This is an optimization exercise on Yosys and OpenROAD, whose aim is small area, a short achievable clock period and few clock cycles, not a production implementation. Function was checked by simulation only, so behaviour that the tests miss may differ from the original. Power is estimated from default activity; no workload was simulated.

==> build 71 <==
==> flow/design.v <==
package mapache64;
    localparam int FG_ROW_LEN = 8;
    typedef struct packed {
        logic [7:0] x;
        logic [7:0] y;
        logic [4:0] pmfa;
        logic       hflip;
        logic       vflip;
        logic [2:0] color;
        logic [5:0] rsvd;
    } obm_object_t;
    typedef struct packed {
        logic [1:0] lightness;
        logic [2:0] rgb;
    } pixel_t;
endpackage
module fg_line_buffer
#(
    parameter int N = 16
) (
    input  logic            clk,
    input  logic            rst_n,
    input  logic            start_i,
    input  logic [7:0]      start_y_i,
    input  logic            commit_i,
    input  logic [4:0]      commit_cnt_i,
    input  logic            xc_we_i,
    input  logic [3:0]      xc_slot_i,
    input  logic [7:0]      x_i,
    input  logic [2:0]      color_i,
    input  logic            l_we_i,
    input  logic [3:0]      l_slot_i,
    input  logic [15:0]     l_i,
    input  logic [7:0]      rd_x_i,
    input  logic [7:0]      rd_y_i,
    output logic [7:0]      tag_y_o,
    output logic            match_o,
    output logic [5*N/4-1:0] rd_grp_o
);
    logic [7:0]  ex_q [N];
    logic [2:0]  ec_q [N];
    logic [15:0] el_q [N];
    logic [4:0]  cnt_q;
    logic        tag_valid_q;
    logic [4:0]  leaf [N];
    logic [7:0]  tag_y_q;
    always_ff @(posedge clk or negedge rst_n) begin
        if (!rst_n) begin
            tag_valid_q <= 1'b0;
        end else if (start_i) begin
            tag_valid_q <= 1'b0;
        end else if (commit_i) begin
            tag_valid_q <= 1'b1;
        end
    end
    always_ff @(posedge clk) begin
        if (start_i) tag_y_q <= start_y_i;
        if (commit_i) cnt_q <= commit_cnt_i;
    end
    function automatic logic lt3(input logic [2:0] a, input logic [2:0] b);
        lt3 = (!a[2] && b[2]) || (a[2] == b[2] && ((!a[1] && b[1]) || (a[1] == b[1] && !a[0] && b[0])));
    endfunction
    function automatic logic [4:0] inc5(input logic [4:0] a);
        for (int i = 0; i < 5; i++) inc5[i] = a[i] ^ (&(a | ~((5'd1 << i) - 5'd1)));
    endfunction
    logic [7:0] rd_lo_oh;
    logic [4:0] rd_hi;
    for (genvar j = 0; j < 8; j++) begin : g_dec
        assign rd_lo_oh[j] = rd_x_i[2:0] == 3'(j);
    end
    assign rd_hi    = rd_x_i[7:3];
    for (genvar e = 0; e < N; e++) begin : g_ent
        logic       ge, in;
        logic [4:0] d, t;
        logic [1:0] lum;
        always_ff @(posedge clk) begin
            if (xc_we_i && xc_slot_i == 4'(e)) begin
                ex_q[e] <= x_i;
                ec_q[e] <= color_i;
            end
            if (l_we_i && l_slot_i == 4'(e)) el_q[e] <= l_i;
        end
        assign ge  = !lt3(rd_x_i[2:0], ex_q[e][2:0]);
        assign d   = rd_hi ^ ex_q[e][7:3];
        assign t   = ex_q[e][7:3] ^ inc5(ex_q[e][7:3]);
        assign in  = ge ? d == 5'd0 : d == t;
        always_comb begin
            lum = 2'd0;
            for (int j = 0; j < 8; j++) lum = lum | ({2{rd_lo_oh[j]}} & el_q[e][2*j +: 2]);
        end
        assign leaf[e] = {(in && cnt_q > 5'(e)) ? lum : 2'd0, ec_q[e]};
    end
    function automatic logic [4:0] first4(input logic [19:0] d);
        logic [4:0] r;
        r = d[19:15];
        if (d[14:13] != 2'd0) r = d[14:10];
        if (d[9:8] != 2'd0)   r = d[9:5];
        if (d[4:3] != 2'd0)   r = d[4:0];
        first4 = r;
    endfunction
    for (genvar q = 0; q < N/4; q++) begin : g_grp
        assign rd_grp_o[5*q +: 5] = first4({leaf[4*q+3], leaf[4*q+2], leaf[4*q+1], leaf[4*q]});
    end
    assign tag_y_o = tag_y_q;
    assign match_o = tag_valid_q && tag_y_q == rd_y_i;
endmodule
module foreground_line_engine
#(
    parameter int NUM_OBJECTS  = 64,
    parameter int MAX_PER_LINE = 16,
    localparam int OW = $clog2(NUM_OBJECTS),
    localparam int HW = $clog2(MAX_PER_LINE + 1),
    localparam int N  = MAX_PER_LINE
) (
    input  logic          gpu_clk,
    input  logic          rst_n,
    input  logic          prefetch_start_i,
    input  logic [7:0]    prefetch_y_i,
    output logic          busy_o,
    output logic          done_o,
    output logic          miss_o,
    output logic          overflow_o,
    output logic [OW-1:0] obm_addr_o,
    input  mapache64::obm_object_t   obm_object_i,
    output logic [7:0]    pmf_addr_o,
    input  logic [15:0]   pmf_line_i,
    input  logic [7:0]    display_x_i,
    input  logic [7:0]    display_y_i,
    output mapache64::pixel_t        pixel_o,
    output logic          valid_o
);
    localparam bit EARLY_STOP = 1'b1;
    logic           busy_q, scan_q, drain_q, done_q, miss_q, ovf_q, overflow_q;
    logic           rr_q, victim_q;
    logic [OW-1:0]  idx_q;
    logic [HW-1:0]  hcnt_q;
    logic [7:0]     line_y, pmf_addr_q, dy;
    logic [4:0]     y_hi_m1;
    logic           hit1_q, hit2_q, hflip1_q, hflip2_q;
    logic [3:0]     slot1_q, slot2_q;
    logic [2:0]     xlo1_q, xlo2_q;
    logic           accept, on_line, full, new_hit, drop, last, stop, unused_rsvd;
    logic [15:0]    lrot;
    assign accept      = prefetch_start_i && !busy_q;
    assign line_y      = victim_q ? tag_y[15:8] : tag_y[7:0];   
    assign dy          = line_y - obm_object_i.y;
    assign y_hi_m1     = line_y[7:3] - 5'd1;
    assign on_line     = obm_object_i.y[7:3] == line_y[7:3] ? obm_object_i.y[2:0] <= line_y[2:0]
                       : obm_object_i.y[7:3] == y_hi_m1 && obm_object_i.y[2:0] > line_y[2:0];
    assign full        = hcnt_q == HW'(MAX_PER_LINE);
    assign new_hit     = scan_q && on_line && !full;
    assign drop        = scan_q && on_line && full;
    assign last        = idx_q == '0;
    assign stop        = last || (EARLY_STOP && drop);
    assign unused_rsvd = ^obm_object_i.rsvd;
    always_ff @(posedge gpu_clk or negedge rst_n) begin
        if (!rst_n) begin
            busy_q     <= 1'b0;
            scan_q     <= 1'b0;
            drain_q    <= 1'b0;
            done_q     <= 1'b0;
            miss_q     <= 1'b0;
            overflow_q <= 1'b0;
            rr_q       <= 1'b0;
            idx_q      <= '0;
            hit1_q     <= 1'b0;
            hit2_q     <= 1'b0;
        end else begin
            miss_q  <= prefetch_start_i && busy_q;
            drain_q <= 1'b0;
            done_q  <= 1'b0;
            hit1_q  <= new_hit;
            hit2_q  <= hit1_q;
            if (accept) begin
                busy_q <= 1'b1;
                scan_q <= 1'b1;
                rr_q   <= !rr_q;
                idx_q  <= OW'(1);
            end
            if (scan_q) begin
                if (stop) begin
                    scan_q  <= 1'b0;
                    idx_q   <= '0;
                    drain_q <= new_hit;
                    done_q  <= !new_hit;
                end else begin
                    idx_q <= idx_q + 1'b1;
                end
            end
            if (drain_q) done_q <= 1'b1;
            if (done_q) begin
                busy_q     <= 1'b0;
                overflow_q <= ovf_q;
            end
        end
    end
    always_ff @(posedge gpu_clk) begin
        if (accept) begin
            victim_q <= rr_q;
            hcnt_q   <= '0;
            ovf_q    <= 1'b0;
        end
        if (new_hit) hcnt_q <= hcnt_q + 1'b1;
        if (drop) ovf_q <= 1'b1;
        pmf_addr_q <= {obm_object_i.pmfa, dy[2:0] ^ {3{obm_object_i.vflip}}};
        slot1_q    <= hcnt_q[3:0];
        xlo1_q     <= obm_object_i.x[2:0];
        hflip1_q   <= obm_object_i.hflip;
        slot2_q    <= slot1_q;
        xlo2_q     <= xlo1_q;
        hflip2_q   <= hflip1_q;
    end
    logic [15:0] lflip;
    always_comb begin
        for (int k = 0; k < 8; k++) begin
            lflip[2*k +: 2] = pmf_line_i[14 - 2*(hflip2_q ? 7 - k : k) +: 2];
        end
        lrot = lflip;
        if (xlo2_q[0]) lrot = {lrot[13:0], lrot[15:14]};
        if (xlo2_q[1]) lrot = {lrot[11:0], lrot[15:12]};
        if (xlo2_q[2]) lrot = {lrot[7:0], lrot[15:8]};
    end
    logic [1:0]        match;
    logic [15:0]       tag_y;
    logic [5*N/2-1:0]  rd_grp;
    mapache64::pixel_t pixel_q;
    for (genvar g = 0; g < 2; g++) begin : g_buf
        fg_line_buffer #(.N(N)) u_buf (
            .clk         (gpu_clk),
            .rst_n       (rst_n),
            .start_i     (accept && rr_q == 1'(g)),
            .start_y_i   (prefetch_y_i),
            .commit_i    (done_q && victim_q == 1'(g)),
            .commit_cnt_i(hcnt_q),
            .xc_we_i     (scan_q && !full && victim_q == 1'(g)),
            .xc_slot_i   (hcnt_q[3:0]),
            .x_i         (obm_object_i.x),
            .color_i     (obm_object_i.color),
            .l_we_i      (hit2_q && victim_q == 1'(g)),
            .l_slot_i    (slot2_q),
            .l_i         (lrot),
            .rd_x_i      (display_x_i),
            .rd_y_i      (display_y_i),
            .tag_y_o     (tag_y[8*g +: 8]),
            .match_o     (match[g]),
            .rd_grp_o    (rd_grp[5*N/4*g +: 5*N/4])
        );
    end
    logic [5*N/4-1:0] rd_grp_sel;
    logic [2*N/4-1:0] rd_lum_q;
    logic [3*N/4-1:0] rd_rgb_q;
    for (genvar q = 0; q < N/4; q++) begin : g_rd
        assign rd_grp_sel[5*q +: 5] = match[0] ? rd_grp[5*q +: 5]
                                    : match[1] ? rd_grp[5*N/4+5*q +: 5] : 5'd0;
    end
    always_ff @(posedge gpu_clk or negedge rst_n) begin
        if (!rst_n) rd_lum_q <= '0;
        else for (int q = 0; q < N/4; q++) rd_lum_q[2*q +: 2] <= rd_grp_sel[5*q+3 +: 2];
    end
    always_ff @(posedge gpu_clk) begin
        for (int q = 0; q < N/4; q++) rd_rgb_q[3*q +: 3] <= rd_grp_sel[5*q +: 3];
    end
    always_comb begin
        pixel_q = '0;
        for (int q = N/4 - 1; q >= 0; q--) begin
            if (rd_lum_q[2*q +: 2] != 2'd0) pixel_q = {rd_lum_q[2*q +: 2], rd_rgb_q[3*q +: 3]};
        end
    end
    assign busy_o     = busy_q;
    assign done_o     = done_q;
    assign miss_o     = miss_q;
    assign overflow_o = overflow_q;
    assign obm_addr_o = idx_q;
    assign pmf_addr_o = pmf_addr_q;
    assign pixel_o    = pixel_q;
    assign valid_o    = |rd_lum_q;
endmodule
==> flow/run.sh <==
#!/bin/bash
# synth_recipe.tcl (not shown) runs the flow's synth.tcl, then flattens the netlist and writes it again
# the make line also repeats each setting of config.mk as NAME=value (left out here)
make -C /OpenROAD-flow-scripts/flow DESIGN_CONFIG=/design/flow/config.mk WORK_HOME=/design/flow/orfs CLKGATE_MAP_FILE= SYNTH_SCRIPT=/design/flow/synth_recipe.tcl finish
==> flow/config.mk <==
export PLATFORM = sky130hd
export DESIGN_NAME = foreground_line_engine
export DESIGN_NICKNAME = foreground_line_engine
export VERILOG_FILES = /design/flow/design.v
export SDC_FILE = /design/flow/constraint.sdc
export NUM_CORES = 4
export LEC_CHECK = 0
export CAP_MARGIN = 20
export CORE_MARGIN = 2
export CORE_UTILIZATION = 60
export CTS_CLUSTER_DIAMETER = 100
export CTS_CLUSTER_SIZE = 30
export PLACE_DENSITY = 0.85
export SETUP_SLACK_MARGIN = 5
export SLEW_MARGIN = 20
==> flow/constraint.sdc <==
create_clock -name core_clock -period 10.0 [get_ports {gpu_clk}]
set_input_delay 2.0000 -clock core_clock [delete_from_list [all_inputs] [get_ports {gpu_clk}]]
set_output_delay 2.0000 -clock core_clock [all_outputs]
set_load 0.01 [all_outputs]
==> trial 49 (differences from build 71) <==
Settings changed: ABC_AREA set to 1, CTS_CLUSTER_SIZE 30 to 25, PLACE_DENSITY 0.85 to 0.75.
==> build 41 (differences from build 71) <==
Settings changed: ABC_AREA set to 1, CORE_UTILIZATION 60 to 70, PLACE_DENSITY 0.85 to unset.
==> summary of the runs <==
Against build 71, the maximum frequency of build 41 is higher by 1.5%. The highest sequential share of layout area belongs to build 71, the lowest to trial 49. The highest global-route usage belongs to build 41, the lowest to trial 49. Total power, lowest first: build 71, build 41, trial 49. Area after synthesis: trial 49 is larger than build 71 (about 1.8%). In build 71 the clock power is smaller than in trial 49, by about 8%. Die area: build 41 < build 71 < trial 49.
Testbench counts of build 71, summed over its fixed seeds: cycles 12,278.
Testbench counts of trial 49, summed over its fixed seeds: cycles 12,278.
Testbench counts of build 41, summed over its fixed seeds: cycles 12,278.

re-timing with driven ports:
How much do the figures lean on ideal ports? The routed layouts below were timed once more, with nothing changed but the port constraints. Step 1 (the two cells are an assumption about what drives the block):
set clk [get_ports {gpu_clk}]
set_driving_cell -lib_cell sky130_fd_sc_hd__clkbuf_16 $clk
set_driving_cell -lib_cell sky130_fd_sc_hd__buf_2 [delete_from_list [all_inputs] $clk]
Step 2 adds t to the input delays and takes it off the output delays; t is the mean of the earliest and latest rising clock arrival at the registers after step 1. Input paths then give back, and output paths get back, about the clock's delay inside the block. a / b / c = no drivers / after step 1 / after step 2; a / b = the first two.
run	shift t [ns]	setup WS [ns]	worst hold slack (ns)	latest minus earliest clock arrival (ns)
build 71	0.676	5.033 / 5.058 / 4.382	0.342 / 0.342 / 0.342	0.026 / 0.026
trial 49	0.698	5.249 / 5.277 / 4.580	0.333 / 0.333 / 0.333	0.031 / 0.031
build 41	0.672	5.105 / 5.128 / 4.456	0.338 / 0.338 / 0.338	0.023 / 0.024
After both steps every run listed still meets setup and hold. For trial 49, which loses most, drivers alone change the setup slack by +0.028 ns; drivers and shift together by -0.669 ns.
